This is an optimization exercise on Yosys and OpenROAD, whose aim is small area, a short achievable clock period and few clock cycles, not a production implementation.
The RTL was checked by simulation tests, not by an equivalence proof against the original design.
The clock input has no modelled driver; a real chip could not lean on it and would need a root buffer or a full tree.
Power figures rest on the tool's default switching activity, not on a simulated workload.

Setup of v39:
==> flow/design.v <==
`default_nettype none
package lz77_code_pkg;
	localparam int CHAR_W = 8;
	typedef logic [CHAR_W-1:0] char_t;
	localparam char_t END_CHAR = 8'h24;
	localparam int SEARCH_LEN = 9;
	typedef logic [3:0] offset_t;
	localparam int MAX_MATCH = 7;
	typedef logic [2:0] len_t;
	typedef struct packed {
		offset_t offset;
		len_t    match_len;
		char_t   char_nxt;
	} code_t;
endpackage
`default_nettype wire
`default_nettype none
package lz77_window_pkg;
	localparam int LOOK_LEN = 8;
	localparam int STR_LEN = 32;
	typedef logic [5:0] pos_t;
	typedef logic [9*8-1:0] hist_t;
	typedef logic [LOOK_LEN*8-1:0] look_t;
	typedef logic [3:0] avail_t;
	typedef struct packed {
		hist_t  hist;
		look_t  look;
		avail_t avail;
		avail_t remain;
	} window_t;
	typedef logic [3:0] step_t;
endpackage
`default_nettype wire
`timescale 1ns/1ns
`default_nettype none
module lz77_encoder (
	input  logic                 clk,
	input  logic                 reset,
	input  logic                 char_req,
	input  lz77_code_pkg::char_t chardata,
	output logic                 char_ack,
	output logic                 valid,
	output lz77_code_pkg::code_t code,
	output logic                 finish
);
	localparam int SL = lz77_code_pkg::SEARCH_LEN;
	localparam lz77_code_pkg::char_t END_CHAR = lz77_code_pkg::END_CHAR;
	lz77_code_pkg::char_t           cin;       
	logic                           take;      
	logic                           virt;      
	logic                           loaded;    
	logic [SL-1:0][7:0]             hist;      
	logic [SL-1:0]                  alive;     
	lz77_code_pkg::len_t            len;       
	logic [4:0]                     cnt;       
	lz77_code_pkg::offset_t         off_q;
	lz77_code_pkg::len_t            len_q;
	logic                           fresh;
	logic                           is_end;
	logic                           end_now;
	logic                           cin_end;
	logic [SL-1:0]                  eq;
	logic [SL-1:0]                  avail;
	logic [SL-1:0]                  alive_new;
	logic                           ends;
	lz77_code_pkg::offset_t         off_d;
	assign fresh = char_req && !char_ack && !loaded;
	assign is_end = (chardata == END_CHAR);
	assign end_now = fresh && is_end;
	assign cin_end = (cin == END_CHAR);
	always_ff @(posedge clk)
		cin <= ({8{virt}} & END_CHAR) | ({8{!virt && take}} & cin) |
			({8{!virt && !take}} & chardata);
	always_ff @(posedge clk or posedge reset) begin
		if (reset) begin
			char_ack <= 1'b0;
			take <= 1'b0;
		end else begin
			char_ack <= char_req && (char_ack || !loaded);
			take <= fresh;
		end
	end
	always_comb begin
		for (int j = 0; j < SL; j++) begin
			eq[j] = (cin == hist[j]);
			avail[j] = (cnt > 5'(j));
		end
		alive_new = ((len == '0) ? avail : alive) & eq;
		ends = (alive_new == '0) || (len == 3'd7);
		off_d = '0;
		if (len != '0)
			for (int j = 0; j < SL; j++)
				if (alive[j])
					off_d = lz77_code_pkg::offset_t'(j);
	end
	always_ff @(posedge clk) begin
		if (take) begin
			hist <= {hist[SL-2:0], cin};
			alive <= alive_new;
		end
		off_q <= off_d;
		len_q <= len;
	end
	always_ff @(posedge clk or posedge reset) begin
		if (reset) begin
			virt <= 1'b0;
			loaded <= 1'b0;
			valid <= 1'b0;
			finish <= 1'b0;
			len <= '0;
			cnt <= '0;
		end else begin
			virt <= take && (cnt == 5'd31) && !cin_end;
			valid <= (take && ends && !cin_end) || virt || end_now;
			finish <= finish || (valid && cin_end);
			if (take && (cin_end || cnt == 5'd31))
				loaded <= 1'b1;
			if (take) begin
				cnt <= cnt + 1'b1;
				len <= ends ? '0 : len + 1'b1;
			end
		end
	end
	assign code = {off_q, len_q, cin};
endmodule
`default_nettype wire
clock: 17.0 ns
lec_check: 0
cap_margin: 20
core_margin: 2
core_utilization: 60
slew_margin: 20
standard.sh (not shown) runs the stock make flow with config.mk's settings and CLKGATE_MAP_FILE= SYNTH_SCRIPT=/design/flow/synth_recipe.tcl, a recipe that flattens the netlist after the stock synthesis.
==> flow/flow/run.sh <==
#!/bin/bash
# Standard ORFS layout (the standard.sh, standard synthesis unchanged) with
# three changes:
#  - small port buffers (buf_1) instead of the default delay cell; timing
#    repair upsizes any that matter,
#  - a one-level clock tree: the clock port drives 4 clkbuf_16, each driving
#    a quarter of the flip-flops (lean_cts.tcl, hooked in by pre_cts.tcl in
#    place of clock_tree_synthesis),
#  - timing repair aimed past the 17 ns clock (setup margin 12.9 ns), so that
#    the achieved period (17 ns less setup slack) is pushed down.
# The make output goes to standard_flow.log; ORFS keeps each step's log under
# orfs/logs.
set -euo pipefail
here=$(pwd)
export BUFFER_PORTS_ARGS="-buffer_cell sky130_fd_sc_hd__buf_1"
export SETUP_SLACK_MARGIN=12.9
export PRE_CTS_TCL=$here/flow/pre_cts.tcl
export LEAN_CTS_BUFS=4
export LEAN_CTS_CELL=sky130_fd_sc_hd__clkbuf_16
bash standard.sh > standard_flow.log 2>&1
Other scripts of this flow, unchanged in this note and not shown: flow/flow/lean_cts.tcl, flow/flow/pre_cts.tcl
Testbench counts of v39, summed over its fixed seeds: cycles 14,226.
## Diff of input files: v6 against v39
- a change of CORE_UTILIZATION from 60 to 40
==> flow/flow/run.sh <==
#!/bin/bash
# Standard ORFS layout with three changes:
#  - fast port buffers (buf_4) instead of the default delay cell,
#  - a one-level clock tree: the clock port drives 4 clkbuf_16, each driving
#    a quarter of the flip-flops (lean_cts.tcl, hooked in by pre_cts.tcl),
#  - timing repair aimed past the 17 ns clock (setup margin), so that the
#    achieved period (17 ns less setup slack) is pushed down.
set -euo pipefail
here=$(pwd)
export BUFFER_PORTS_ARGS="-buffer_cell sky130_fd_sc_hd__buf_4"
export SETUP_SLACK_MARGIN=${MARGIN:-0}
export PRE_CTS_TCL=$here/flow/pre_cts.tcl
export LEAN_CTS_BUFS=4
export LEAN_CTS_CELL=sky130_fd_sc_hd__clkbuf_16
bash standard.sh > standard_flow.log 2>&1
[summary]
Looking at launching instance or port of the critical path, the valid result is from v39; the cin[1] one comes from v6. The fmax reported for v6 is smaller than that of v39 by 10%. Summary of v6 over v39: share of total power in combinational logic fell by 2.1 points; final critical-path required period now larger; share of cell area taken by flip-flops and latches went down 1.3 points; final critical-path setup slack moved down. Diff v39 and v6: largest net degree at the start of global routing lower in v39.
Relative to v6, the following input files were edited for v7:
- CORE_UTILIZATION now 75, was 40
diff --git a/flow/flow/run.sh b/flow/flow/run.sh
--- a/flow/flow/run.sh
+++ b/flow/flow/run.sh
@@ -9,5 +9,5 @@
 here=$(pwd)
 export BUFFER_PORTS_ARGS="-buffer_cell sky130_fd_sc_hd__buf_4"
-export SETUP_SLACK_MARGIN=${MARGIN:-0}
+export SETUP_SLACK_MARGIN=${MARGIN:-12.9}
 export PRE_CTS_TCL=$here/flow/pre_cts.tcl
 export LEAN_CTS_BUFS=4
## What came out
For v6, the start point of the critical path was cin[1], unlike v7, where it was finish. Comparing v7 and v6, the lower share of layout cells above drive strength 1 was measured on v6. Changes observed in v7 relative to v6: wire length on met3 moved up; post-route non-filler standard cell count lost 57; number of fill cells in the layout saw a decrease; die area shrank by 45%.
### v7 -> v38
- swapping 75 for 60 in CORE_UTILIZATION
- putting GPL_TIMING_DRIVEN at 0 where nothing was set
==> flow/flow/run.sh <==
#!/bin/bash
# Standard ORFS layout (the standard.sh, standard synthesis unchanged) with
# three changes:
#  - small port buffers (buf_1) instead of the default delay cell; timing
#    repair upsizes any that matter,
#  - a one-level clock tree: the clock port drives 4 clkbuf_16, each driving
#    a quarter of the flip-flops (lean_cts.tcl, hooked in by pre_cts.tcl in
#    place of clock_tree_synthesis),
#  - timing repair aimed past the 17 ns clock (setup margin 12.9 ns), so that
#    the achieved period (17 ns less setup slack) is pushed down.
# The make output goes to standard_flow.log; ORFS keeps each step's log under
# orfs/logs.
set -euo pipefail
here=$(pwd)
export BUFFER_PORTS_ARGS="-buffer_cell sky130_fd_sc_hd__buf_1"
export SETUP_SLACK_MARGIN=12.9
export PRE_CTS_TCL=$here/flow/pre_cts.tcl
export LEAN_CTS_BUFS=4
export LEAN_CTS_CELL=sky130_fd_sc_hd__clkbuf_16
bash standard.sh > standard_flow.log 2>&1
==> comparison <==
Having completed the whole flow, v38 delivered a layout that passed the timing, design-rule and antenna checks. Between v7 and v38, layout overhead on the synthesized area decreased. From v7 to v38 the numbers moved as follows: hold path depth comparable; gate count after technology mapping flat; cell total after placement now sits higher; full die area rose by 0.0016 mm^2.
In every run of this note, the design's own scripts or RTL, not TritonCTS, make the clock network.

========
## north
// lz77_encoder: RTL as listed in full above, without the edits since
export LEC_CHECK = 0
export CAP_MARGIN = 20
export CORE_MARGIN = 2
export CORE_UTILIZATION = 60
export SLEW_MARGIN = 20
create_clock -name core_clock -period 17.0 [get_ports {clk}]
==> flow/flow/run.sh <==
#!/bin/bash
# Standard ORFS layout with three changes:
#  - fast port buffers (buf_4) instead of the default delay cell,
#  - a one-level clock tree: the clock port drives 4 clkbuf_16, each driving
#    a quarter of the flip-flops (lean_cts.tcl, hooked in by pre_cts.tcl),
#  - timing repair aimed past the 17 ns clock (setup margin), so that the
#    achieved period (17 ns less setup slack) is pushed down.
set -euo pipefail
here=$(pwd)
export BUFFER_PORTS_ARGS="-buffer_cell sky130_fd_sc_hd__buf_4"
export SETUP_SLACK_MARGIN=${MARGIN:-13}
export PRE_CTS_TCL=$here/flow/pre_cts.tcl
export LEAN_CTS_BUFS=4
export LEAN_CTS_CELL=sky130_fd_sc_hd__clkbuf_16
bash standard.sh > standard_flow.log 2>&1
Other scripts of this flow, unchanged in this note and not shown: flow/flow/lean_cts.tcl, flow/flow/pre_cts.tcl
north completed; timing, DRC and antenna clean
Testbench counts of north, summed over its fixed seeds: cycles 14,226.
[inputs] south vs north
- a change of CORE_UTILIZATION from 60 to 40
[summary]
- Comparing south against north, there is no change at all in number of port buffers.
- Shortest clock period the worst path allows after layout is lower on north
- south and north ended up with roughly the same largest stage delay on the critical path.
- | maximum frequency from static timing analysis | north vs south | ≈ equal |
- Compared to north, south shows a narrower setup margin.
- From north to south the numbers moved as follows: layout sequential cell count about even, via count fell about 1.1%, total power rose 0.42%, count of inserted tapcells rose about 40%, sequential share of cell area fell 0.85 points.
- In south relative to north, final area had gone up slightly.
The following lists how east was set up differently from south:
- CORE_UTILIZATION: 40 -> 60
-- flow/flow/run.sh --
<<< south, line 8
set -euo pipefail
here=$(pwd)
export BUFFER_PORTS_ARGS="-buffer_cell sky130_fd_sc_hd__buf_4"
export SETUP_SLACK_MARGIN=${MARGIN:-13}
export PRE_CTS_TCL=$here/flow/pre_cts.tcl
export LEAN_CTS_BUFS=4
>>> east, line 8
set -euo pipefail
here=$(pwd)
export BUFFER_PORTS_ARGS="-buffer_cell sky130_fd_sc_hd__buf_2"
export SETUP_SLACK_MARGIN=${MARGIN:-12.9}
export PRE_CTS_TCL=$here/flow/pre_cts.tcl
export LEAN_CTS_BUFS=4
==> comparison <==
- For the amount of wire on met3 after detailed routing, east came in 17% higher than south did.
- The lower utilization came out of south.
- Met1 routing resource usage after global routing: lower on south
- Compared east vs south, and total power is down in east.
- south → east: final critical-path required period now smaller, largest net degree at the start of global routing now larger.
- The lower number of global-route vias before repair of east and south is in east.
- Number of cells in the finished layout apart from fillers delta for east relative to south: 45 lower
- The met3 routing resource usage after global routing reported for east is greater than that of south by 0.58 points.
- Re wire length reported by the detailed router: east is about 2.7% down on south.
Modified inputs, west compared to east
- ABC_AREA now 1, previously not set
-- flow/flow/run.sh --
<<< east, line 8
set -euo pipefail
here=$(pwd)
export BUFFER_PORTS_ARGS="-buffer_cell sky130_fd_sc_hd__buf_2"
export SETUP_SLACK_MARGIN=${MARGIN:-12.9}
export PRE_CTS_TCL=$here/flow/pre_cts.tcl
>>> west, line 8
set -euo pipefail
here=$(pwd)
export BUFFER_PORTS_ARGS="-buffer_cell sky130_fd_sc_hd__buf_4"
export SETUP_SLACK_MARGIN=${MARGIN:-12.9}
export PRE_CTS_TCL=$here/flow/pre_cts.tcl
--- outcome ---
- west did not stop at any stage, and its layout met the timing, design-rule and antenna checks.
- east -> west: final critical-path share of the clock period flat
- Looking only at final cell count, and setting everything else aside, the lower value of west and east goes to east.
- Lower switching portion of total power among west and east: east
Setup changes, west to middle
- ABC_AREA: 1 -> unset
-- flow/flow/run.sh --
<<< west, line 8
set -euo pipefail
here=$(pwd)
export BUFFER_PORTS_ARGS="-buffer_cell sky130_fd_sc_hd__buf_4"
export SETUP_SLACK_MARGIN=${MARGIN:-12.9}
export PRE_CTS_TCL=$here/flow/pre_cts.tcl
export LEAN_CTS_BUFS=4
>>> middle, line 8
set -euo pipefail
here=$(pwd)
export BUFFER_PORTS_ARGS="-buffer_cell sky130_fd_sc_hd__buf_1"
export SETUP_SLACK_MARGIN=${MARGIN:-12.8}
export PRE_CTS_TCL=$here/flow/pre_cts.tcl
export LEAN_CTS_BUFS=4
Notes after the runs:
middle finished end to end and its layout was clean on timing, DRC and antenna.
Sort west and middle by clock period minus worst slack asc -> top: middle
Delta (middle minus west): worst reg-to-reg path cell count moved up; starting density of the core shrank by 0.47 points; fmax climbed 0.55%; parity-gate share of the synthesized area counting xor and xnor cells +4.9 points; total power shrank by 11%.
middle against west; cell count after synthesis is down by more than a quarter.
On internal power contribution: between west and middle, it ends up lower for middle.
middle against west: total wirelength of the detailed-routed design now smaller, number of nets in the synthesized netlist now smaller.
west vs middle, largest family of logic cells by synthesized area: simple AND/OR/NAND/NOR gates vs XOR/XNOR gates
valid as the end point of the critical path was reported by middle, and char_ack by west.
No run of this note takes its clock network from TritonCTS; it comes from the design's own scripts or RTL.

==> re-timing with driven ports <==
Ports are ideal in the flow. The routed layouts listed here were re-timed in OpenROAD. Step 1 assumes that a clkbuf_16 drives the clock port and a buf_2 every other input. Step 2 also shifts input and output timing later by t, the mid clock arrival at the registers, as if the neighbouring blocks saw the same clock. a / b / c = ideal / step 1 / step 2; a / b = the first two.
run	t (ns)	slack for setup (ns)	worst setup path at the end	worst slew at a driven data input, ns	cell pins on the clock port's net
v39	0.237	12.912 / 12.835 / 12.874	input to register	0.03	4
v6	0.238	12.451 / 12.376 / 12.614	register to output	0.03	4
v7	0.239	12.903 / 12.824 / 12.838	input to register	0.04	4
v38	0.240	12.907 / 12.827 / 12.849	input to register	0.03	4
north	0.236	12.900 / 12.822 / 12.822	input to register	0.03	4
south	0.241	12.893 / 12.817 / 12.870	input to register	0.03	4
east	0.239	12.906 / 12.828 / 12.876	input to register	0.03	4
west	0.247	12.885 / 12.802 / 12.798	input to register	0.04	4
middle	0.239	12.907 / 12.828 / 12.791	input to register	0.03	4
After both steps setup and hold are still met in every run listed. The setup slack of middle, which loses most, moves by -0.079 ns with the drivers and by -0.116 ns with both steps.
